Context: an optimization exercise on an open-source flow, tuned for small area and a short achievable clock period. The choices shown serve that exercise and are no tape-out recipe.
No run shown here included a check of the RTL's function; only the layout flow was run.
Power figures rest on the tool's default switching activity, not on a simulated workload.

==> design.v <==
module batch_dispatcher #(
   parameter int MAX_DEPENDENCIES = 256,
   parameter int MAX_BATCH_SIZE   = 8,
   parameter int SLOT_W           = 3,
   parameter int WATCHDOG_CYCLES  = 1024
) (
   input  logic                        clk,
   input  logic                        rst,
   input  logic                        s_axis_tvalid,
   output logic                        s_axis_tready,
   input  logic [63:0]                 s_axis_tdata_owner_programID,
   input  logic [MAX_DEPENDENCIES-1:0] s_axis_tdata_read_dependencies,
   input  logic [MAX_DEPENDENCIES-1:0] s_axis_tdata_write_dependencies,
   input  logic                        batch_end,
   output logic                        d_valid,
   input  logic                        d_ready,
   output logic [63:0]                 d_programID,
   output logic [SLOT_W-1:0]           d_slot,
   input  logic                        done_valid,
   input  logic [SLOT_W-1:0]           done_slot,
   output logic [MAX_DEPENDENCIES-1:0] batch_read_mask,
   output logic [MAX_DEPENDENCIES-1:0] batch_write_mask,
   output logic                        batch_retired,
   output logic                        completion_error,
   output logic                        watchdog_timeout,
   output logic [15:0]                 batches_retired,
   output logic [15:0]                 txns_dispatched
);
   if (MAX_BATCH_SIZE < 2 || MAX_BATCH_SIZE != (1 << SLOT_W) || WATCHDOG_CYCLES < 2)
   begin : g_param_check
      $error("batch_dispatcher: inconsistent parameters");
   end
   localparam int WD_W = $clog2(WATCHDOG_CYCLES);
   logic st_collect, st_dispatch, st_wait, st_retire;
   logic [SLOT_W-1:0]           cnt;
   logic [SLOT_W-1:0]           dptr;
   logic [MAX_BATCH_SIZE-1:0]   outst;
   logic [63:0]                 id_buf [MAX_BATCH_SIZE];
   logic [63:0]                 dpid;
   logic [MAX_DEPENDENCIES-1:0] rd_mask;
   logic [MAX_DEPENDENCIES-1:0] wr_mask;
   logic [15:0]                 batches_q;
   logic [15:0]                 txns_q;
   logic                        error_q;
   logic [WD_W-1:0]             wd_cnt;
   logic                        wd_timeout_q;
   logic                      beat_accept;
   logic                      close_batch;
   logic                      dispatch_fire;
   logic                      is_last;
   logic                      last_dispatch;
   logic [MAX_BATCH_SIZE-1:0] done_dec;
   logic                      done_legal;
   logic                      all_done_next;
   logic                      wd_expire;
   logic                      wd_fire;
   logic [SLOT_W-1:0]         rsel;
   logic [63:0]               rdata;
   assign beat_accept   = s_axis_tvalid && st_collect;
   assign close_batch   = st_collect &&
                          ((batch_end && (cnt != '0 || s_axis_tvalid)) ||
                           (s_axis_tvalid && cnt == SLOT_W'(MAX_BATCH_SIZE - 1)));
   assign dispatch_fire = st_dispatch && d_ready;
   assign is_last       = (dptr == cnt);
   assign last_dispatch = dispatch_fire && is_last;
   always_comb begin
      done_dec = '0;
      done_dec[done_slot] = done_valid;
   end
   assign done_legal    = |(done_dec & outst);
   assign all_done_next = ((outst & ~done_dec) == '0);
   assign wd_expire     = (wd_cnt == WD_W'(WATCHDOG_CYCLES - 1));
   assign wd_fire       = st_wait && !all_done_next && !done_legal && wd_expire;
   assign rsel  = dptr + SLOT_W'(st_dispatch);
   assign rdata = id_buf[rsel];
   always_ff @(posedge clk or posedge rst) begin
      if (rst) begin
         st_collect   <= 1'b1;
         st_dispatch  <= 1'b0;
         st_wait      <= 1'b0;
         st_retire    <= 1'b0;
         cnt          <= '0;
         dptr         <= '0;
         outst        <= '0;
         dpid         <= '0;
         batches_q    <= '0;
         txns_q       <= '0;
         error_q      <= 1'b0;
         wd_cnt       <= '0;
         wd_timeout_q <= 1'b0;
      end else begin
         if (done_valid && !done_legal) error_q <= 1'b1;
         if (close_batch) begin
            st_collect  <= 1'b0;
            st_dispatch <= 1'b1;
         end
         if (last_dispatch) begin
            st_dispatch <= 1'b0;
            st_wait     <= 1'b1;
         end
         if (st_wait && (all_done_next || wd_fire)) begin
            st_wait   <= 1'b0;
            st_retire <= 1'b1;
         end
         if (st_retire) begin
            st_retire  <= 1'b0;
            st_collect <= 1'b1;
            batches_q  <= batches_q + 16'd1;
         end
         if (wd_fire) wd_timeout_q <= 1'b1;
         if (st_collect) begin
            if (close_batch) begin
               if (!s_axis_tvalid) cnt <= cnt - SLOT_W'(1);
            end else if (s_axis_tvalid) begin
               cnt <= cnt + SLOT_W'(1);
            end
         end else if (st_retire) begin
            cnt <= '0;
         end
         if (dispatch_fire) begin
            dptr   <= is_last ? '0 : dptr + SLOT_W'(1);
            txns_q <= txns_q + 16'd1;
         end
         if (wd_fire) begin
            outst <= '0;
         end else begin
            outst <= outst & ~done_dec;
            if (dispatch_fire) outst[dptr] <= 1'b1;
         end
         if (last_dispatch || (st_wait && done_legal)) begin
            wd_cnt <= WD_W'(1);
         end else if (st_wait) begin
            wd_cnt <= wd_cnt + WD_W'(1);
         end
         if (close_batch) begin
            dpid <= (cnt == '0) ? s_axis_tdata_owner_programID : rdata;
         end else if (dispatch_fire) begin
            dpid <= is_last ? 64'd0 : rdata;
         end
      end
   end
   always_ff @(posedge clk or posedge rst) begin
      if (rst) begin
         rd_mask <= '0;
         wr_mask <= '0;
      end else if (st_retire) begin
         rd_mask <= '0;
         wr_mask <= '0;
      end else if (beat_accept) begin
         rd_mask <= rd_mask | s_axis_tdata_read_dependencies;
         wr_mask <= wr_mask | s_axis_tdata_write_dependencies;
      end
   end
   always_ff @(posedge clk) begin
      if (st_collect) begin
         id_buf[cnt] <= s_axis_tdata_owner_programID;
      end
   end
   assign s_axis_tready    = st_collect;
   assign d_valid          = st_dispatch;
   assign d_slot           = dptr;
   assign d_programID      = dpid;
   assign batch_read_mask  = rd_mask;
   assign batch_write_mask = wr_mask;
   assign batch_retired    = st_retire;
   assign completion_error = error_q;
   assign watchdog_timeout = wd_timeout_q;
   assign batches_retired  = batches_q;
   assign txns_dispatched  = txns_q;
endmodule
==> run.sh <==
#!/bin/bash
# synth_recipe.tcl (not shown) runs the flow's synth.tcl, then flattens the netlist and writes it again
# the make line also repeats each setting of config.mk as NAME=value (left out here)
make -C /OpenROAD-flow-scripts/flow DESIGN_CONFIG=/design/flow/config.mk WORK_HOME=/design/flow/orfs CLKGATE_MAP_FILE= SYNTH_SCRIPT=/design/flow/synth_recipe.tcl finish
==> config.mk <==
export PLATFORM = sky130hd
export DESIGN_NAME = batch_dispatcher
export DESIGN_NICKNAME = batch_dispatcher
export VERILOG_FILES = /design/flow/design.v
export SDC_FILE = /design/flow/constraint.sdc
export NUM_CORES = 4
export LEC_CHECK = 0
export CAP_MARGIN = 20
export CORE_AREA = 10 10 470 470
export DIE_AREA = 0 0 480 480
export SETUP_SLACK_MARGIN = 1.0
export SLEW_MARGIN = 20
==> constraint.sdc <==
create_clock -name core_clock -period 3.6 [get_ports {clk}]
set_input_delay 0.7200 -clock core_clock [delete_from_list [all_inputs] [get_ports {clk}]]
set_output_delay 0.7200 -clock core_clock [all_outputs]
set_load 0.01 [all_outputs]
==> results of run 1 <==
## worst max-delay path by stage
stage                                        start                        to  slack (ps)  depth (start not counted)
after floorplan                                rst  batches_q[0]$_DFFE_PP0P_       -5830                          1
after global placement                done_slot[1]        outst[2]$_DFF_PP0_         380                          9
after detailed placement              done_slot[1]        outst[4]$_DFF_PP0_         350                          9
after CTS                   st_collect$_DFFE_PP1P_             s_axis_tready         830                          1
after global routing           dptr[0]$_DFFE_PP0P_      dpid[33]$_DFFE_PP0P_         990                          8
final                     rd_mask[105]$_DFFE_PP0P_      batch_read_mask[105]        1060                          1
## timing repair
item	in CTS	in global routing
gates cloned	2	1
gates resized for setup	243	44
setup endpoints to repair	251	61
pin swaps	1	2
buffers inserted	14	3
## routing by layer
metal	vias to the layer above	GRT usage (%)	routed length (um)
met3	513	6.14	19700
met2	1542	33.4	118000
met4	36	8.26	10600
met1	16500	19.5	75500
li1	13900	-	-
met5	-	0	224
## through the flow
step / hold slack (ps) / area [um2] / TNS [ps] / utilization (%)
CTS: 421 / 64100 / 0 / 30.5
detailed placement: 458 / 59400 / 0 / 28.3
floorplan: 460 / 43500 / -3719590 / -
finish: 464 / 64400 / 0 / 30.7
global placement: 459 / 59400 / 0 / 28.3
global route: 453 / 64300 / 0 / 30.6
## power by group
part | switching, W | total (W) | internal [W]
clock network | 0.00605 | 0.0141 | 0.00802
registers | 0.00261 | 0.0202 | 0.0175
logic | 0.0137 | 0.0255 | 0.0119
## flip-flops by register name (all words and copies together), names as in the netlist
register,flops
batches_q,16
cnt,3
dpid,64
dptr,3
error_q,1
id_buf,512
outst,8
rd_mask,256
st_collect,1
st_dispatch,1
st_retire,1
st_wait,1
txns_q,16
wd_cnt,10
wd_timeout_q,1
wr_mask,256
## area by class of cell
cell class                      count  share of cell area, %
Sequential cell                  1150                   48.7
Timing Repair Buffer             1323                   20.8
Multi-Input combinational cell   1740                   17.6
Clock buffer                      195                   6.02
Tap cell                         2805                   5.45
Clock inverter                     57                   1.10
Antenna cell                       57                  0.222
Inverter                           16                 0.0991
## cells by family (layout without fill, tap and decap cells)
kind of cell	count (synthesis)	count (layout)	synth area share (%)
flip-flops	1150	1150	72.2
other	0	57	0
XOR/XNOR	39	39	0.804
adder cells (fa/ha/maj)	12	12	0.363
buffers and inverters	214	1591	2.16
AND/OR/NAND/NOR	791	791	7.34
multiplexers	199	199	8.29
AO/OA/AOI/OAI	699	699	8.81
## cells in the mapped netlist (2+ instances only)
library cell / number
ha_1: 11
buf_6: 3
xor2_1: 15
o22ai_1: 2
buf_2: 81
nand2_1: 164
nor2b_1: 2
and3_1: 9
o221ai_1: 65
nand3b_1: 6
mux2_2: 3
and4_1: 2
nand4_1: 11
a31oi_1: 7
buf_4: 3
mux2i_1: 68
and2_1: 4
buf_1: 2
o31ai_1: 3
nor2_1: 537
o21ai_1: 21
clkbuf_1: 109
nand2b_1: 7
edfxtp_1: 512
dfrtp_1: 637
nor3_1: 13
nand3_1: 24
inv_1: 16
a21o_1: 3
a21oi_1: 528
mux4_2: 128
or3_1: 3
nand4b_1: 3
xnor2_1: 23
o21ai_0: 60
==> flow_summary_export.csv, run 1 <==
group,metric,value,unit
cells_and_area,nets,4964,
floorplanning,std_cell_rows,168,
global_routing,antenna_found_initial,200,
min_path,whs_path_depth,1,
place,place.gp.congestion,0.895,
place,place_inst,7014,
cts,post_cts_hold_buffer_count,0,
floorplanning,die_y,480,um
logic_synthesis,ys_seq_area_share,72.2,%
cells_and_area,multiInputGateArea,11300,um2
sta,tightest_slew,1260,ps
global_routing,grt-ovfl-total,0,
global_routing,grt_use_total,18.5,%
place,hpwl,176000,um
logic_synthesis,synth_cell_types,54,
routing,drt-pass1-iter-count,7,
critical_path,slowest_delay,690,ps
global_routing,grt_max_degree,185,
routing,viasPerCell,4.43,
run,max-cap-violations,0,
critical_path,worst-path-buf-inv,1,
logic_synthesis,synth_warnings,1,
min_path,hold_end,"error_q$_DFFE_PP0P_",
critical_path,r2r-start,"dptr[0]$_DFFE_PP0P_",
logic_synthesis,avgSynthCellArea,14.0,um2
cells_and_area,fill_cells,20900,
place,io_buffers,1200,
power,p_per_area,928,nW/um2
floorplanning,dieArea,230000,um2
cts,cts_root_buf,"clkbuf_16",
global_routing,first_global_vias,32000,
logic_synthesis,ys_ff_latch,1150,
cts,clock_latency,810,ps
logic_synthesis,netlist_top_cells_area,"dfrtp_1, edfxtp_1, mux4_2",
critical_path,crit_fanout,2,
critical_path,cp-start-kind,"register",
critical_path,reg2reg_depth,8,
critical_path,worstPathArrival,1820,ps
power,ir_drop,0.689,mV
routing,wl_per_cell,30.5,um
cts,cts_tree,"built",
cts,cts.path.max_buffers,3,
cells_and_area,seqCellArea,31400,um2
cts,cts_buffers,136,
logic_synthesis,yosys_most_used_dff,"dfrtp_1",
cells_and_area,synthToLayoutAreaGrowth,48.4,%
critical_path,critPathSlowestCell,"clkdlybuf4s50_1",
sta,hold_viol_final,0,
sta,rsz0062_at_grt,"yes",
floorplanning,ios,1201,
cells_and_area,fin_cells,7343,
floorplanning,start_util,20.7,%
routing,remaining_drc_errors,0,
cells_and_area,final_cell_mix,"clkdlybuf4s50_1, dfrtp_1, nor2_1, a21oi_1, edfxtp_1",
sta,maxSlewViolCount,0,
critical_path,r2r-end,"dpid[53]$_DFFE_PP0P_",
logic_synthesis,netlist_area,43400,um2
power,p_leak,24.5,nW
logic_synthesis,synth-edff-count,512,
routing,ant_nets,0,
cells_and_area,layout-drive-gt1-share,11.9,%
floorplanning,die_width,480,um
sta,finClkSkew,68.2,ps
logic_synthesis,yosys.area.top_type,"dfrtp_1",
cts,cts_sinks,1150,
cells_and_area,layout_commonest_cell,"clkdlybuf4s50_1",
global_routing,grt_pass1_wl,295000,um
sta,setup_viol,0,
sta,relSlewSlack,16.0,%
logic_synthesis,ys_async_sr_fraction,55.5,%
min_path,min_path_type,"register to register",
cts,cts.clk_slew.worst_paths,60,ps
critical_path,cp_top_family,"buffers and inverters",
critical_path,path_cells,"clkdlybuf4s50_1",
sta,max_freq,394,MHz
critical_path,endpoint_kind,"primary output",
critical_path,critical_path_class,"register to primary output",
critical_path,reg2reg_slack,1070,ps
routing,drt_iter0_markers,3070,
routing,routed-via-count,32500,
power,power,0.0597,W
sta,period_needed,2540,ps
logic_synthesis,synth_cells,3104,
sta,setup_ws,1060,ps
place,dp_slack,346,ps
logic_synthesis,syn_nets,3701,
cts,htree_levels,4,
min_path,min_from,"error_q$_DFFE_PP0P_",
sta,period_share,70.6,%
logic_synthesis,synth_top_area_share,36.7,%
floorplanning,core,210000,um2
outcome,status,"timing/DRC/antenna clean",
critical_path,required,2880,ps
routing,drt-total-wl,224000,um
==> run 2, diff against run 1 <==
--- a/config.mk
+++ b/config.mk
@@ -6,7 +6,7 @@
 export NUM_CORES = 4
 export LEC_CHECK = 0
 export CAP_MARGIN = 20
-export CORE_AREA = 10 10 470 470
-export DIE_AREA = 0 0 480 480
+export CORE_AREA = 5 5 335 335
+export DIE_AREA = 0 0 340 340
 export SETUP_SLACK_MARGIN = 1.0
 export SLEW_MARGIN = 20
==> run 2 against run 1 <==
  * Design area decreased by 3.7%
  * Combinational power increased by 2%
  * Clock-buffer cell count decreased by 38
  * Total power decreased by 0.83%
  * Die area decreased by 50%
  * Global-route usage increased by 25 points
  * Worst hold slack got worse by 79 ps
  * Flip-flop and latch count unchanged
  * Non-clock buffer count decreased by 39
  * Largest cell class unchanged
==> flow_summary_export.csv, run 2 <==
group,metric,value,unit
floorplanning,start_util,40.0,%
cts,post_cts_hold_buffer_count,0,
sta,period_share,72.7,%
cells_and_area,nets,4906,
logic_synthesis,ys_async_sr_fraction,55.5,%
logic_synthesis,yosys_most_used_dff,"dfrtp_1",
critical_path,worst-path-buf-inv,1,
cells_and_area,top_regs,"id_buf: 512 flops, rd_mask: 256 flops, wr_mask: 256 flops",
logic_synthesis,synth_most_common_cell,"dfrtp_1",
routing,drt-pass1-iter-count,9,
sta,rsz0062_at_grt,"yes",
logic_synthesis,syn_nets,3701,
cells_and_area,layout_commonest_cell,"clkdlybuf4s50_1",
critical_path,r2r-end,"dpid[29]$_DFFE_PP0P_",
logic_synthesis,synthTopCellsByCount,"dfrtp_1, nor2_1, a21oi_1",
logic_synthesis,synthSimpleGateAreaFrac,7.34,%
logic_synthesis,synth_compound_area_share,8.81,%
critical_path,cp-start-kind,"register",
sta,tns,0,ps
power,p_leak,23.7,nW
logic_synthesis,synth-edff-count,512,
cts,cts.path.max_buffers,3,
cts,clock_latency,720,ps
routing,viasPerCell,6.00,
run,max-cap-violations,0,
critical_path,reg2reg_slack,1060,ps
logic_synthesis,ys_ff_latch,1150,
sta,maxSlewViolCount,0,
global_routing,grt-ovfl-total,0,
logic_synthesis,ys_seq_area_share,72.2,%
routing,ant_nets,0,
cells_and_area,layout-drive-gt1-share,10.2,%
global_routing,grt_use_total,43.1,%
logic_synthesis,netlist_area,43400,um2
cells_and_area,final_cell_mix,"clkdlybuf4s50_1, dfrtp_1, nor2_1, a21oi_1, edfxtp_1",
place,hpwl,205000,um
logic_synthesis,yosys.area.top_type,"dfrtp_1",
logic_synthesis,synth_cell_types,54,
routing,wl_per_cell,43.2,um
cts,cts_tree,"built",
critical_path,path_cells,"clkdlybuf4s50_1",
critical_path,cp_top_family,"buffers and inverters",
cells_and_area,synthToLayoutAreaGrowth,42.9,%
cts,cts_buffers,117,
sta,tightest_slew,994,ps
cts,cts_sinks,1150,
cells_and_area,largest_reg_flops,512,
critical_path,endpoint_kind,"primary output",
global_routing,grt_max_degree,164,
place,io_buffers,1200,
routing,remaining_drc_errors,0,
critical_path,r2r-start,"dptr[0]$_DFFE_PP0P_",
cts,htree_levels,3,
outcome,status,"timing/DRC/antenna clean",
critical_path,critical_path_class,"register to primary output",
floorplanning,die_y,340,um
critical_path,slowest_delay,780,ps
routing,routed-via-count,35500,
logic_synthesis,synth_top_area_share,36.7,%
cts,cts.clk_slew.worst_paths,70,ps
sta,period_needed,2620,ps
logic_synthesis,synth_cells,3104,
floorplanning,dieArea,116000,um2
cts,cts_root_buf,"clkbuf_16",
global_routing,antenna_found_initial,211,
logic_synthesis,synth_warnings,1,
global_routing,first_global_vias,32200,
logic_synthesis,synthAdderAreaFrac,0.363,%
sta,relSlewSlack,33.5,%
sta,hold_viol_final,0,
floorplanning,ios,1201,
cells_and_area,regMostFlops,"id_buf",
min_path,min_path_type,"input port to asynchronous set/reset pin",
power,power,0.0592,W
critical_path,worstPathArrival,1900,ps
global_routing,grt_pass1_wl,325000,um
critical_path,crit_fanout,2,
power,p_per_area,956,nW/um2
place,place.gp.congestion,1.19,
sta,finClkSkew,38.0,ps
critical_path,critPathSlowestCell,"clkdlybuf4s50_1",
logic_synthesis,synth_top_family_by_area,"compound AO/OA/AOI/OAI gates",
floorplanning,die_width,340,um
logic_synthesis,synth_mux_area_share,8.29,%
routing,drt-total-wl,256000,um
logic_synthesis,netlist_top_cells_area,"dfrtp_1, edfxtp_1, mux4_2",
floorplanning,std_cell_rows,121,
floorplanning,core,109000,um2
logic_synthesis,avgSynthCellArea,14.0,um2
logic_synthesis,synthXorXnorAreaFrac,0.804,%
power,ir_drop,0.932,mV
sta,setup_ws,985,ps
routing,drt_iter0_markers,5289,
critical_path,required,2880,ps
critical_path,reg2reg_depth,8,
sta,setup_viol,0,
place,dp_slack,277,ps
sta,max_freq,382,MHz
## run 2: how the worst max path moves through the flow
stage	from	end	slack, ps	cells past startpoint
after floorplan	rst	batches_q[0]$_DFFE_PP0P_	-5830	1
final	wr_mask[94]$_DFFE_PP0P_	batch_write_mask[94]	980	1
after CTS	st_retire$_DFF_PP0_	batch_retired	970	1
after global routing	dptr[0]$_DFFE_PP0P_	dpid[16]$_DFFE_PP0P_	960	8
after global placement	done_slot[1]	wd_timeout_q$_DFFE_PP0N_	300	9
after detailed placement	done_slot[1]	wd_timeout_q$_DFFE_PP0N_	280	9
## run 2: layout make-up
| type | count | area (um2) |
|---|---|---|
| fill | 8524 | 46600 |
| sequential | 1150 | 31400 |
| timing repair buffer | 1284 | 13300 |
| multi-input combinational | 1740 | 11300 |
| clock buffer | 157 | 3240 |
| tap | 1414 | 1770 |
| clock inverter | 60 | 698 |
| antenna | 98 | 245 |
| inverter | 16 | 63.8 |
## run 2: power breakdown
part	switching, W	internal (W)	total (W)	leakage, nW
registers	0.00302	0.0175	0.0205	12.0
logic	0.0136	0.0124	0.0260	9.81
clock network	0.00546	0.00720	0.0127	1.92
total	0.0221	0.0371	0.0592	23.7
## run 2: kinds of logic after synthesis
group | count (synthesis)
XOR/XNOR | 39
AND/OR/NAND/NOR | 791
AO/OA/AOI/OAI | 699
buffers and inverters | 214
adder cells (fa/ha/maj) | 12
multiplexers | 199
flip-flops | 1150
## run 2: through the flow
step / cells / util, % / instance area, um2 / hold WS (ps)
after floorplan: 3104 / - / 43500 / 460
after global placement: 5590 / 52.9 / 57500 / 444
after detailed placement: 5590 / 52.9 / 57500 / 467
after CTS: 5818 / 56.8 / 61600 / 351
after global routing: 5850 / 56.9 / 61800 / 387
final: 5919 / 57.1 / 62000 / 384
## run 2: timing repair
| item | 4_1_cts | 5_1_grt |
|---|---|---|
| setup buffers | 9 | 0 |
| setup endpoints to repair | 97 | 64 |
| gates resized for setup | 46 | 21 |
| cloned | 2 | 3 |
| pin swaps | 2 | 0 |
## run 2: layer usage
metal	vias up	global-route usage (%)	routed length (um)
li1	13900	-	-
met1	18000	55.0	93400
met2	3028	55.7	99100
met3	554	32.2	51200
met4	106	15.2	11000
met5	-	1.46	1120
## run 2: worst register-to-register path: stages, from the launching register on
cell and delay, ps:
dfrtp_2 490, ha_4 310, buf_12 160, clkbuf_16 240, mux4_2 530, mux2i_2 250
nand2_1 90, o21ai_0 130, o221ai_1 180
==> run 3, diff against run 2 <==
--- a/design.v
+++ b/design.v
@@ -54,8 +54,12 @@
    logic                      all_done_next;
    logic                      wd_expire;
    logic                      wd_fire;
-   logic [SLOT_W-1:0]         rsel;
-   logic [63:0]               rdata;
+   logic [MAX_BATCH_SIZE-1:0] nsel;
+   logic                      ld_in;
+   logic                      ld_buf;
+   logic                      ld_hold;
+   logic [MAX_BATCH_SIZE-1:0] sel;
+   logic [63:0]               dpid_next;
    assign beat_accept   = s_axis_tvalid && st_collect;
    assign close_batch   = st_collect &&
                           ((batch_end && (cnt != '0 || s_axis_tvalid)) ||
@@ -71,8 +75,20 @@
    assign all_done_next = ((outst & ~done_dec) == '0);
    assign wd_expire     = (wd_cnt == WD_W'(WATCHDOG_CYCLES - 1));
    assign wd_fire       = st_wait && !all_done_next && !done_legal && wd_expire;
-   assign rsel  = dptr + SLOT_W'(st_dispatch);
-   assign rdata = id_buf[rsel];
+   always_comb begin
+      nsel = '0;
+      nsel[SLOT_W'(dptr + SLOT_W'(st_dispatch))] = 1'b1;
+   end
+   assign ld_in   = close_batch && (cnt == '0);
+   assign ld_buf  = (close_batch && (cnt != '0)) || (dispatch_fire && !is_last);
+   assign ld_hold = st_dispatch && !d_ready;
+   assign sel     = nsel & {MAX_BATCH_SIZE{ld_buf}};
+   always_comb begin
+      dpid_next = ({64{ld_in}} & s_axis_tdata_owner_programID) |
+                  ({64{ld_hold}} & dpid);
+      for (int i = 0; i < MAX_BATCH_SIZE; i++)
+         dpid_next = dpid_next | ({64{sel[i]}} & id_buf[i]);
+   end
    always_ff @(posedge clk or posedge rst) begin
       if (rst) begin
          st_collect   <= 1'b1;
@@ -132,11 +148,7 @@
          end else if (st_wait) begin
             wd_cnt <= wd_cnt + WD_W'(1);
          end
-         if (close_batch) begin
-            dpid <= (cnt == '0) ? s_axis_tdata_owner_programID : rdata;
-         end else if (dispatch_fire) begin
-            dpid <= is_last ? 64'd0 : rdata;
-         end
+         dpid <= dpid_next;
       end
    end
    always_ff @(posedge clk or posedge rst) begin
==> flow/run.sh (new file) <==
#!/bin/bash
set -euo pipefail
bash standard.sh "BUFFER_PORTS_ARGS=-buffer_cell sky130_fd_sc_hd__buf_1" finish > standard.log 2>&1
==> standard.sh (new file) <==
#!/bin/bash
# synth_recipe.tcl (not shown) runs the flow's synth.tcl, then flattens the netlist and writes it again
# the make line also repeats each setting of config.mk as NAME=value (left out here)
make -C /OpenROAD-flow-scripts/flow DESIGN_CONFIG=/design/flow/config.mk WORK_HOME=/design/flow/orfs CLKGATE_MAP_FILE= SYNTH_SCRIPT=/design/flow/synth_recipe.tcl "${@:-finish}"
--- a/config.mk
+++ b/config.mk
@@ -6,7 +6,7 @@
 export NUM_CORES = 4
 export LEC_CHECK = 0
 export CAP_MARGIN = 20
-export CORE_AREA = 5 5 335 335
-export DIE_AREA = 0 0 340 340
-export SETUP_SLACK_MARGIN = 1.0
+export CORE_AREA = 10 10 470 470
+export DIE_AREA = 0 0 480 480
+export SETUP_SLACK_MARGIN = 1.4
 export SLEW_MARGIN = 20
removed: run.sh
==> run 3 against run 2 <==
  * Still clean
  * Sequential share of layout area is 4.3 points higher
  * Flip-flop and latch count stayed put
  * Synthesized cell count is 0.48% lower
  * Design area is 7.8% lower
  * Worst setup slack worse by 250 ps
  * Clock-buffer cell count is 36 higher
  * Non-clock buffer count is 113 higher
  * Cell count is 25% higher
  * Core utilization is 30 points lower
  * Sequential power is 3% lower
  * Critical path depth is 11 higher
  * Critical path type is now register to register
  * Largest power group unchanged
==> flow_summary_export.csv, run 3 <==
group,metric,value,unit
critical_path,endpoint_kind,"register",
critical_path,required,4250,ps
place,place.gp.congestion,0.971,
logic_synthesis,synthAdderAreaFrac,0.432,%
floorplanning,std_cell_rows,168,
global_routing,use_met3,7.15,%
logic_synthesis,yosys_most_used_dff,"dfrtp_1",
logic_synthesis,yosys.area.top_type,"dfrtp_1",
global_routing,grt_pass1_wl,301000,um
cells_and_area,final_cell_mix,"buf_1, dfrtp_1, nor2_1, a21oi_1, edfxtp_1",
cts,htree_levels,4,
logic_synthesis,synth_most_common_cell,"dfrtp_1",
cts,cts.path.max_buffers,3,
critical_path,reg2reg_depth,12,
sta,period_share,79.7,%
power,power,0.0551,W
logic_synthesis,synth_compound_area_share,14.7,%
logic_synthesis,synth_warnings,1,
cts,cts_root_buf,"clkbuf_16",
global_routing,antenna_found_initial,135,
outcome,status,"timing/DRC/antenna clean",
global_routing,grt_use_total,18.9,%
critical_path,crit_fanout,29,
critical_path,cp-start-kind,"register",
critical_path,path_cells,"ha_4, ha_4, inv_4, ha_4, buf_4, buf_4, buf_4, mux2_4, o2111a_2, buf_12, a22o_1, a211o_1",
floorplanning,start_util,20.1,%
floorplanning,die_width,480,um
cells_and_area,fill_cells,21700,
cells_and_area,top_regs,"id_buf: 512 flops, rd_mask: 256 flops, wr_mask: 256 flops",
logic_synthesis,netlist_top_cells_area,"dfrtp_1, edfxtp_1, a21oi_1",
critical_path,worstPathArrival,3520,ps
cts,cts.clk_slew.worst_paths,60,ps
power,p_leak,22.4,nW
cells_and_area,layout_commonest_cell,"buf_1",
run,max-cap-violations,0,
critical_path,critical_path_class,"register to register",
power,swShare,40.9,%
cts,cts_tree,"built",
critical_path,r2r-end,"dpid[43]$_DFF_PP0_",
logic_synthesis,netlist_area,42300,um2
cts,cts_sinks,1150,
global_routing,first_global_vias,33000,
floorplanning,dieArea,230000,um2
cells_and_area,fin_util,27.2,%
power,combPwrFrac,40.2,%
logic_synthesis,synth_top_family_by_area,"compound AO/OA/AOI/OAI gates",
routing,wl_per_cell,31.6,um
logic_synthesis,ys_seq_area_share,74.2,%
floorplanning,ios,1201,
power,power_frac_seq,36.0,%
sta,setup_viol,0,
sta,max_freq,348,MHz
min_path,min_path_type,"input port to asynchronous set/reset pin",
floorplanning,core,210000,um2
critical_path,slowest_delay,410,ps
logic_synthesis,syn_nets,3688,
sta,relSlewSlack,50.0,%
global_routing,grt-ovfl-total,0,
routing,viasPerCell,4.63,
critical_path,r2r-start,"st_dispatch$_DFFE_PP0P_",
logic_synthesis,synth_cells,3089,
sta,tightest_slew,748,ps
cells_and_area,largest_reg_flops,512,
place,hpwl,175000,um
power,p_int,0.0326,W
sta,rsz0062_at_grt,"yes",
global_routing,grt_max_degree,157,
logic_synthesis,synthSimpleGateAreaFrac,6.44,%
logic_synthesis,ys_async_sr_fraction,55.5,%
global_routing,use_met2,32.3,%
power,p_per_area,964,nW/um2
logic_synthesis,avgSynthCellArea,13.7,um2
routing,drt_iter0_markers,3381,
power,clock_power_share,23.8,%
critical_path,critPathSlowestCell,"dfrtp_1",
sta,hold_viol_final,0,
cells_and_area,fin_cells,7380,
floorplanning,die_y,480,um
logic_synthesis,ys_ff_latch,1150,
routing,routed-via-count,34200,
sta,maxSlewViolCount,0,
logic_synthesis,synthTopCellsByCount,"dfrtp_1, nor2_1, a21oi_1",
power,power.switching,0.0226,W
place,io_buffers,1200,
routing,drt-pass1-iter-count,6,
critical_path,reg2reg_slack,730,ps
logic_synthesis,synth-edff-count,512,
cells_and_area,layout-drive-gt1-share,16.3,%
power,ir_drop,0.713,mV
routing,drt-total-wl,233000,um
cts,clock_latency,780,ps
routing,ant_nets,0,
routing,remaining_drc_errors,0,
sta,hold_slack,53.0,ps
sta,finClkSkew,42.1,ps
place,place_inst,6993,
global_routing,grt_util_met1,19.7,%
cells_and_area,synthToLayoutAreaGrowth,35.3,%
sta,period_needed,2870,ps
cells_and_area,regMostFlops,"id_buf",
logic_synthesis,synth_mux_area_share,0.891,%
global_routing,grt_busiest_layer,"met2",
cells_and_area,nets,5015,
logic_synthesis,synth_top_area_share,37.7,%
cts,cts_buffers,130,
logic_synthesis,synth_cell_types,74,
logic_synthesis,synthXorXnorAreaFrac,1.07,%
## run 3: final cells by class
class,instances,area (um2),share of cell area [%]
Sequential cell,1150,31400,54.9
Inverter,17,73.8,0.129
Timing Repair Buffer,1397,7400,12.9
Clock inverter,40,408,0.713
Antenna cell,58,145,0.254
Clock buffer,193,3770,6.60
Multi-Input combinational cell,1720,10500,18.3
Tap cell,2805,3510,6.14
## run 3: through the flow
stage | instance area (um2) | setup TNS [ps] | setup slack [ps]
floorplan | 42400 | -3719590 | -5830
global placement | 50700 | 0 | 244
detailed placement | 50700 | 0 | 141
CTS | 56400 | 0 | 749
global route | 57100 | 0 | 669
finish | 57200 | 0 | 730
## run 3: cell families after synthesis
| kind of cell | Yosys count |
|---|---|
| AOI/OAI and AO/OA | 949 |
| and+or+nand+nor | 664 |
| DFF | 1150 |
| buffers and inverters | 229 |
| muxes | 35 |
| xor gates and xnor gates | 48 |
| adders and majority gates | 14 |
## run 3: worst max-delay path by stage
| stage | from | end | slack, ps | cells after the start |
|---|---|---|---|---|
| after global placement | st_dispatch$_DFFE_PP0P_ | dpid[32]$_DFF_PP0_ | 240 | 9 |
| final | st_dispatch$_DFFE_PP0P_ | dpid[43]$_DFF_PP0_ | 730 | 12 |
| after global routing | dptr[0]$_DFFE_PP0P_ | dpid[41]$_DFF_PP0_ | 670 | 11 |
| after floorplan | rst | batches_q[0]$_DFFE_PP0P_ | -5830 | 1 |
| after CTS | dptr[0]$_DFFE_PP0P_ | dpid[61]$_DFF_PP0_ | 750 | 10 |
| after detailed placement | st_dispatch$_DFFE_PP0P_ | dpid[41]$_DFF_PP0_ | 140 | 9 |
## run 3: layer usage
metal	up-vias	share of wire (%)	wire length [um]
met5	-	0.20	467
met4	72	6.9	16000
met3	487	11	24700
met2	1902	49	115000
met1	17400	33	76600
li1	14300	-	-
## run 3: power groups by stage
stage | Clock [W] | Sequential, W | Combinational (W)
2_1_floorplan | 0 | 0.0206 | 0.00794
3_3_place_gp | 0 | 0.0199 | 0.0183
3_5_place_dp | 0 | 0.0200 | 0.0186
4_1_cts | 0.0134 | 0.0198 | 0.0213
5_1_grt | 0.0139 | 0.0202 | 0.0237
6_report | 0.0131 | 0.0198 | 0.0222
## run 3: worst max-delay path, delay by kind of cell (launching register included)
kind,cells,cell delay (ps)
flops,1,410
compound gates,3,700
buf+inv,5,610
fa+ha+maj,3,640
mux,1,360
## run 3: repair_timing
item,in CTS,in global routing
cloned,14,10
pin swaps,77,52
buffers inserted,49,23
hold buffers,0,0
gates resized for setup,500,48
endpoints found under the setup margin,362,120
==> run 4, diff against run 3 <==
--- a/design.v
+++ b/design.v
@@ -34,6 +34,7 @@
    logic st_collect, st_dispatch, st_wait, st_retire;
    logic [SLOT_W-1:0]           cnt;
    logic [SLOT_W-1:0]           dptr;
+   logic [MAX_BATCH_SIZE-1:0]   nsel;
    logic [MAX_BATCH_SIZE-1:0]   outst;
    logic [63:0]                 id_buf [MAX_BATCH_SIZE];
    logic [63:0]                 dpid;
@@ -54,7 +55,6 @@
    logic                      all_done_next;
    logic                      wd_expire;
    logic                      wd_fire;
-   logic [MAX_BATCH_SIZE-1:0] nsel;
    logic                      ld_in;
    logic                      ld_buf;
    logic                      ld_hold;
@@ -75,10 +75,6 @@
    assign all_done_next = ((outst & ~done_dec) == '0);
    assign wd_expire     = (wd_cnt == WD_W'(WATCHDOG_CYCLES - 1));
    assign wd_fire       = st_wait && !all_done_next && !done_legal && wd_expire;
-   always_comb begin
-      nsel = '0;
-      nsel[SLOT_W'(dptr + SLOT_W'(st_dispatch))] = 1'b1;
-   end
    assign ld_in   = close_batch && (cnt == '0);
    assign ld_buf  = (close_batch && (cnt != '0)) || (dispatch_fire && !is_last);
    assign ld_hold = st_dispatch && !d_ready;
@@ -97,6 +93,7 @@
          st_retire    <= 1'b0;
          cnt          <= '0;
          dptr         <= '0;
+         nsel         <= MAX_BATCH_SIZE'(1);
          outst        <= '0;
          dpid         <= '0;
          batches_q    <= '0;
@@ -109,6 +106,7 @@
          if (close_batch) begin
             st_collect  <= 1'b0;
             st_dispatch <= 1'b1;
+            nsel        <= MAX_BATCH_SIZE'(2);
          end
          if (last_dispatch) begin
             st_dispatch <= 1'b0;
@@ -135,6 +133,8 @@
          end
          if (dispatch_fire) begin
             dptr   <= is_last ? '0 : dptr + SLOT_W'(1);
+            nsel   <= is_last ? MAX_BATCH_SIZE'(1)
+                              : {nsel[MAX_BATCH_SIZE-2:0], nsel[MAX_BATCH_SIZE-1]};
             txns_q <= txns_q + 16'd1;
          end
          if (wd_fire) begin
--- a/config.mk
+++ b/config.mk
@@ -8,5 +8,5 @@
 export CAP_MARGIN = 20
 export CORE_AREA = 10 10 470 470
 export DIE_AREA = 0 0 480 480
-export SETUP_SLACK_MARGIN = 1.4
+export SETUP_SLACK_MARGIN = 1.6
 export SLEW_MARGIN = 20
==> run 4 against run 3 <==
  * Via count up 9.5%
  * Clock-buffer cell count is 6 lower
  * Combinational power is 7% higher
  * Die area unchanged
  * Maximum frequency is 26% higher
  * Flip-flop and latch count rose by 8
  * Sequential share of layout area shrank 6.8 points
  * Synthesized area grew 1.3%
  * Worst setup slack improved by 590 ps
  * Critical path type is now register to primary output
  * Largest power group unchanged
==> flow_summary_export.csv, run 4 <==
group,metric,value,unit
cells_and_area,synthToLayoutAreaGrowth,53.4,%
cells_and_area,layout_commonest_cell,"buf_4",
logic_synthesis,ys_seq_area_share,73.7,%
cts,cts_sinks,1158,
routing,wl_per_cell,31.0,um
critical_path,critical_path_class,"register to primary output",
run,max-cap-violations,0,
critical_path,cp-start-kind,"register",
floorplanning,std_cell_rows,168,
cts,cts_root_buf,"clkbuf_16",
cells_and_area,final_cell_mix,"buf_4, dfrtp_1, buf_1, nor2_1, buf_6",
floorplanning,die_y,480,um
sta,period_share,63.2,%
routing,drt-total-wl,249000,um
sta,hold_viol_final,0,
critical_path,worst-path-buf-inv,1,
floorplanning,die_width,480,um
logic_synthesis,synth_cells,3212,
sta,setup_viol,0,
routing,routed-via-count,37400,
critical_path,crit_fanout,2,
logic_synthesis,ys_ff_latch,1158,
cts,clock_latency,790,ps
sta,rsz0062_at_grt,"yes",
logic_synthesis,synthTopCellsByCount,"dfrtp_1, nor2_1, a21oi_1",
logic_synthesis,synth-edff-count,512,
sta,tns,0,ps
logic_synthesis,avgSynthCellArea,13.3,um2
cts,cts_buffers,136,
routing,ant_nets,0,
cts,post_cts_hold_buffer_count,0,
sta,period_needed,2280,ps
power,power,0.0585,W
routing,remaining_drc_errors,0,
power,ir_drop,0.607,mV
sta,maxSlewViolCount,0,
global_routing,antenna_found_initial,174,
cts,cts.clk_slew.worst_paths,60,ps
cells_and_area,largest_reg_flops,512,
logic_synthesis,synth_most_common_cell,"dfrtp_1",
cells_and_area,layout-drive-gt1-share,31.8,%
critical_path,endpoint_kind,"primary output",
logic_synthesis,netlist_area,42800,um2
power,p_per_area,891,nW/um2
critical_path,path_cells,"buf_12",
floorplanning,start_util,20.4,%
cells_and_area,top_regs,"id_buf: 512 flops, rd_mask: 256 flops, wr_mask: 256 flops",
sta,tightest_slew,1130,ps
logic_synthesis,ys_async_sr_fraction,55.8,%
cts,htree_levels,4,
logic_synthesis,syn_nets,3806,
sta,setup_ws,1320,ps
global_routing,grt_pass1_wl,320000,um
critical_path,slowest_delay,630,ps
global_routing,grt_max_degree,88,
floorplanning,core,210000,um2
routing,drt-pass1-iter-count,7,
min_path,min_path_type,"input port to register",
sta,relSlewSlack,24.9,%
critical_path,cp_top_family,"flip-flops",
cells_and_area,nets,5623,
power,p_leak,26.8,nW
logic_synthesis,synth_cell_types,63,
global_routing,first_global_vias,36300,
cts,cts_tree,"built",
critical_path,required,2880,ps
logic_synthesis,netlist_top_cells_area,"dfrtp_1, edfxtp_1, a21oi_1",
logic_synthesis,yosys_most_used_dff,"dfrtp_1",
routing,viasPerCell,4.66,
place,io_buffers,1200,
cells_and_area,regMostFlops,"id_buf",
logic_synthesis,synth_top_area_share,37.6,%
sta,max_freq,440,MHz
global_routing,grt-ovfl-total,0,
routing,drt_iter0_markers,3958,
critical_path,worstPathArrival,1560,ps
sta,finClkSkew,30.7,ps
logic_synthesis,yosys.area.top_type,"dfrtp_1",
floorplanning,ios,1201,
place,dp_slack,516,ps
cts,cts.path.max_buffers,3,
critical_path,critPathSlowestCell,"dfstp_4",
place,place.gp.congestion,0.938,
floorplanning,dieArea,230000,um2
logic_synthesis,synth_warnings,1,
place,hpwl,179000,um
global_routing,grt_use_total,20.0,%
outcome,status,"timing/DRC/antenna clean",
## run 4: cell types whose count changed after synthesis, moves of 14 or more
cell	delta
a22oi_1	+132
a211o_1	-63
a221oi_1	+63
nand2_1	+56
a32oi_1	-55
clkbuf_1	+27
a22o_1	+19
mux2_2	-14
## run 4: path summary, 6_finish.rpt
path,slack (ps),depth (start not counted),endpoint,startpoint
setup / recovery,1320,1,s_axis_tready,st_collect$_DFFE_PP1P_
hold / removal,150,3,rd_mask[221]$_DFFE_PP0P_,s_axis_tdata_read_dependencies[221]
setup reg to reg,1330,8,dpid[57]$_DFF_PP0_,st_collect$_DFFE_PP1P_
hold reg to reg,500,2,rd_mask[248]$_DFFE_PP0P_,rd_mask[248]$_DFFE_PP0P_
max in group asynchronous,2510,4,txns_q[7]$_DFFE_PP0P_,rst
min in group asynchronous,270,3,wr_mask[96]$_DFFE_PP0P_,rst
## run 4: routing by layer
metal	up-vias	track usage (%)	part of all wire, %
met5	-	0	0.12
met1	19000	20.1	32
met3	549	8.26	11
li1	15800	-	-
met2	2109	34.4	51
met4	44	12.7	6.2
## run 4: final cells by class
type	count	area, um2
clock buffer	187	3790
multi-input combinational	1808	10600
sequential	1158	31600
clock inverter	65	876
timing repair buffer	1910	15000
inverter	15	67.6
tap	2805	3510
fill	21100	144000
antenna	75	188
## run 4: kinds of logic after synthesis
family / count (synthesis) / synth area share [%]
AOI/OAI and AO/OA: 1022 / 15.8
xor gates and xnor gates: 44 / 0.918
and+or+nand+nor: 724 / 6.88
DFF: 1158 / 73.7
adders and majority gates: 9 / 0.281
buffers and inverters: 247 / 2.24
muxes: 8 / 0.190
## run 4: timing repair
| item | CTS | global route |
|---|---|---|
| pin swaps | 11 | 6 |
| setup buffers | 466 | 145 |
| gates cloned | 18 | 8 |
| gates resized for setup | 1405 | 175 |
| endpoints found under the setup margin | 1502 | 1080 |
## run 4: metrics by stage
stage	cells	instance area, um2	util, %	hold WS [ps]
2_1_floorplan	3212	43100	-	481
3_3_place_gp	7059	51100	24.3	465
3_5_place_dp	7059	51100	24.3	474
4_1_cts	7795	63500	30.3	36.0
5_1_grt	8000	65600	31.2	104
6_report	8023	65700	31.3	146
## run 4: power by group
part | switching, W | total [W] | leakage (nW) | internal [W]
combinational | 0.0120 | 0.0237 | 12.1 | 0.0117
sequential | 0.00302 | 0.0203 | 12.4 | 0.0173
clock | 0.00611 | 0.0145 | 2.26 | 0.00838
total | 0.0212 | 0.0585 | 26.8 | 0.0374
==> run 5, diff against run 4 <==
--- a/config.mk
+++ b/config.mk
@@ -7,6 +7,9 @@
 export LEC_CHECK = 0
 export CAP_MARGIN = 20
 export CORE_AREA = 10 10 470 470
+export CTS_BUF_LIST = sky130_fd_sc_hd__clkbuf_4 sky130_fd_sc_hd__clkbuf_8 sky130_fd_sc_hd__clkbuf_16
+export CTS_CLUSTER_DIAMETER = 100
+export CTS_CLUSTER_SIZE = 30
 export DIE_AREA = 0 0 480 480
 export SETUP_SLACK_MARGIN = 1.6
 export SLEW_MARGIN = 20
==> run 5 against run 4 <==
  * Design area decreased by 4.0%
  * First-iteration DRC count hardly changed
  * Global-route usage fell by 0.43 points
  * Synthesized area is the same
  * Via count decreased by 2.3%
  * Combinational power about the same
  * Sequential power about the same
  * Routed wire length decreased by 1.6%
  * Critical path depth unchanged
  * Critical endpoint unchanged
  * Largest power group unchanged
==> flow_summary_export.csv, run 5 <==
group,metric,value,unit
cts,cts_tree,"built",
logic_synthesis,syn_nets,3806,
critical_path,cp_top_family,"flip-flops",
routing,wl_per_cell,31.2,um
cells_and_area,nets,5524,
logic_synthesis,netlist_area,42800,um2
global_routing,grt_use_total,19.6,%
sta,setup_viol,0,
sta,finClkSkew,49.0,ps
critical_path,path_cells,"buf_8",
cells_and_area,final_cell_mix,"buf_4, dfrtp_1, buf_1, nor2_1, a21oi_1",
outcome,status,"timing/DRC/antenna clean",
cells_and_area,fin_cells,7859,
floorplanning,die_width,480,um
global_routing,grt_max_degree,123,
logic_synthesis,synth_warnings,1,
cells_and_area,layout-drive-gt1-share,30.3,%
routing,drt-pass1-iter-count,8,
min_path,min_from,"s_axis_tdata_write_dependencies[150]",
logic_synthesis,netlist_top_cells_area,"dfrtp_1, edfxtp_1, a21oi_1",
floorplanning,die_y,480,um
cts,cts_sinks,1158,
power,ir_drop,0.488,mV
routing,drt_iter0_markers,3960,
sta,relSlewSlack,26.2,%
run,max-cap-violations,0,
critical_path,reg2reg_depth,8,
critical_path,critical_path_class,"register to primary output",
cts,cts.clk_slew.worst_paths,120,ps
cts,cts.path.max_buffers,3,
cts,htree_levels,2,
sta,setup_ws,1350,ps
critical_path,cp-start-kind,"register",
logic_synthesis,yosys.area.top_type,"dfrtp_1",
sta,period_needed,2250,ps
cts,cts_root_buf,"clkbuf_16",
critical_path,r2r-end,"dpid[13]$_DFF_PP0_",
critical_path,cp.depth,1,
sta,rsz0062_at_grt,"yes",
power,p_leak,25.5,nW
cells_and_area,postLayoutCellArea,63000,um2
cells_and_area,largest_reg_flops,512,
floorplanning,std_cell_rows,168,
sta,maxSlewViolCount,0,
logic_synthesis,synth_cells,3212,
place,dp_slack,516,ps
logic_synthesis,synth_most_common_cell,"dfrtp_1",
critical_path,slowest_delay,640,ps
power,p_per_area,836,nW/um2
logic_synthesis,synth_top_area_share,37.6,%
cts,cts_buffers,60,
routing,drt-total-wl,245000,um
cells_and_area,layout_commonest_cell,"buf_4",
sta,max_freq,444,MHz
critical_path,worstPathArrival,1530,ps
min_path,whs_path_depth,3,
critical_path,required,2880,ps
place,hpwl,179000,um
logic_synthesis,avgSynthCellArea,13.3,um2
min_path,hold_end,"wr_mask[150]$_DFFE_PP0P_",
cells_and_area,regMostFlops,"id_buf",
floorplanning,start_util,20.4,%
cells_and_area,top_regs,"id_buf: 512 flops, rd_mask: 256 flops, wr_mask: 256 flops",
cells_and_area,synthToLayoutAreaGrowth,47.2,%
min_path,min_path_type,"input port to register",
sta,tightest_slew,1110,ps
routing,remaining_drc_errors,0,
sta,hold_viol_final,0,
cts,post_cts_hold_buffer_count,0,
logic_synthesis,synth-edff-count,512,
routing,routed-via-count,36600,
logic_synthesis,ys_async_sr_fraction,55.8,%
routing,ant_nets,0,
floorplanning,ios,1201,
global_routing,first_global_vias,35100,
critical_path,critPathSlowestCell,"dfstp_4",
critical_path,r2r-start,"st_collect$_DFFE_PP1P_",
critical_path,worst-path-buf-inv,1,
place,dpl_cell_area,51100,um2
place,place_inst,7059,
floorplanning,core,210000,um2
place,io_buffers,1200,
power,power,0.0527,W
critical_path,crit_fanout,2,
critical_path,reg2reg_slack,1370,ps
logic_synthesis,synthTopCellsByCount,"dfrtp_1, nor2_1, a21oi_1",
logic_synthesis,yosys_most_used_dff,"dfrtp_1",
critical_path,endpoint_kind,"primary output",
logic_synthesis,ys_seq_area_share,73.7,%
logic_synthesis,synth_cell_types,63,
logic_synthesis,ys_ff_latch,1158,
cts,clock_latency,750,ps
global_routing,antenna_found_initial,180,
global_routing,grt_pass1_wl,314000,um
place,place.gp.congestion,0.938,
global_routing,grt-ovfl-total,0,
cells_and_area,fill_cells,21400,
sta,period_share,62.5,%
routing,viasPerCell,4.65,
floorplanning,dieArea,230000,um2
==> run 5: cell types whose count changed in the layout (fill, tap and decap cells not counted), moves of 9 or more <==
cell / previous run / this run
clkbuf_1: 31 / 0
clkinv_2: 17 / 4
buf_4: 630 / 614
clkbuf_16: 143 / 66
buf_6: 521 / 512
clkbuf_8: 20 / 2
bufinv_16: 12 / 1
clkbuf_4: 1 / 12
==> run 5: layout make-up <==
| cell class | instances | area (um2) | share of cell area (%) |
|---|---|---|---|
| tap | 2805 | 3510 | 5.57 |
| clock buffer | 75 | 1640 | 2.61 |
| antenna | 73 | 183 | 0.290 |
| inverter | 15 | 67.6 | 0.107 |
| multi-input combinational | 1808 | 10600 | 16.9 |
| clock inverter | 38 | 651 | 1.03 |
| timing repair buffer | 1887 | 14800 | 23.4 |
| sequential | 1158 | 31600 | 50.1 |
==> run 5: logic make-up (layout without fill, tap and decap cells) <==
| group | after synthesis | after routing | synth area share (%) |
|---|---|---|---|
| xor+xnor | 44 | 44 | 0.918 |
| simple gates | 724 | 724 | 6.88 |
| buf+inv | 247 | 2015 | 2.24 |
| flops | 1158 | 1158 | 73.7 |
| fa+ha+maj | 9 | 9 | 0.281 |
| compound gates | 1022 | 1023 | 15.8 |
| mux | 8 | 8 | 0.190 |
| other cells | 0 | 73 | 0 |
==> run 5: timing repair <==
| item | 4_1_cts | 5_1_grt |
|---|---|---|
| pin swaps | 14 | 6 |
| buffers inserted | 463 | 127 |
| hold endpoints to repair | 0 | 0 |
| gates cloned | 17 | 7 |
| gates resized for setup | 1394 | 177 |
| endpoints found under the setup margin | 1515 | 1026 |
==> run 5: worst max path at each step <==
stage | endpoint | from
after floorplan | batches_q[0]$_DFFE_PP0P_ | rst
after global placement | st_wait$_DFFE_PP0P_ | done_slot[0]
after detailed placement | st_wait$_DFFE_PP0P_ | done_slot[0]
after CTS | s_axis_tready | st_collect$_DFFE_PP1P_
after global routing | dpid[62]$_DFF_PP0_ | st_collect$_DFFE_PP1P_
final | s_axis_tready | st_collect$_DFFE_PP1P_
==> run 5: layer usage <==
layer  share of wire (%)  up-vias  track usage, %
met4                 6.1       48            10.7
li1                    -    15500               -
met3                  11      515            7.93
met1                  32    18600            19.8
met2                  51     1988            34.4
met5                0.13        -               0
==> run 5: per-stage QoR <==
step / TNS, ps / hold WS (ps) / utilization (%)
CTS: 0 / 91.6 / 29.1
floorplan: -3835500 / 481 / -
detailed placement: 0 / 474 / 24.3
finish: 0 / 170 / 30.0
global placement: 0 / 465 / 24.3
global route: 0 / 134 / 30.0
==> run 5: power breakdown <==
part | leakage [nW] | internal [W] | switching (W) | total (W)
sequential | 12.4 | 0.0172 | 0.00301 | 0.0202
combinational | 12.0 | 0.0116 | 0.0120 | 0.0235
clock | 1.10 | 0.00368 | 0.00526 | 0.00894

separate check: timing with driven ports:
How much do the figures lean on ideal ports? The routed layouts below were timed once more, with nothing changed but the port constraints.
Step 1, drivers: a clkbuf_16 drives clk and a buf_2 each remaining input, both assumed.
Step 2 also shifts input and output timing later by t, the mid clock arrival at the registers, as if the neighbouring blocks saw the same clock.
a / b / c = no drivers / after step 1 / after step 2; a / b = the first two.
run	t (ns)	slack for setup (ns)	worst data-port slew with drivers (ns)	cell pins on the clock port's net
run 1	0.857	1.060 / 0.982 / 0.331	0.25	1
run 2	0.781	0.985 / 0.914 / 0.277	0.39	1
run 3	0.825	0.730 / 0.730 / 0.488	0.34	1
run 4	0.862	1.325 / 1.250 / 0.777	0.37	1
run 5	0.811	1.349 / 1.274 / 0.861	0.36	1
After both steps every run listed still meets setup and hold. For run 1, which loses most, drivers alone change the setup slack by -0.078 ns; drivers and shift together by -0.729 ns.
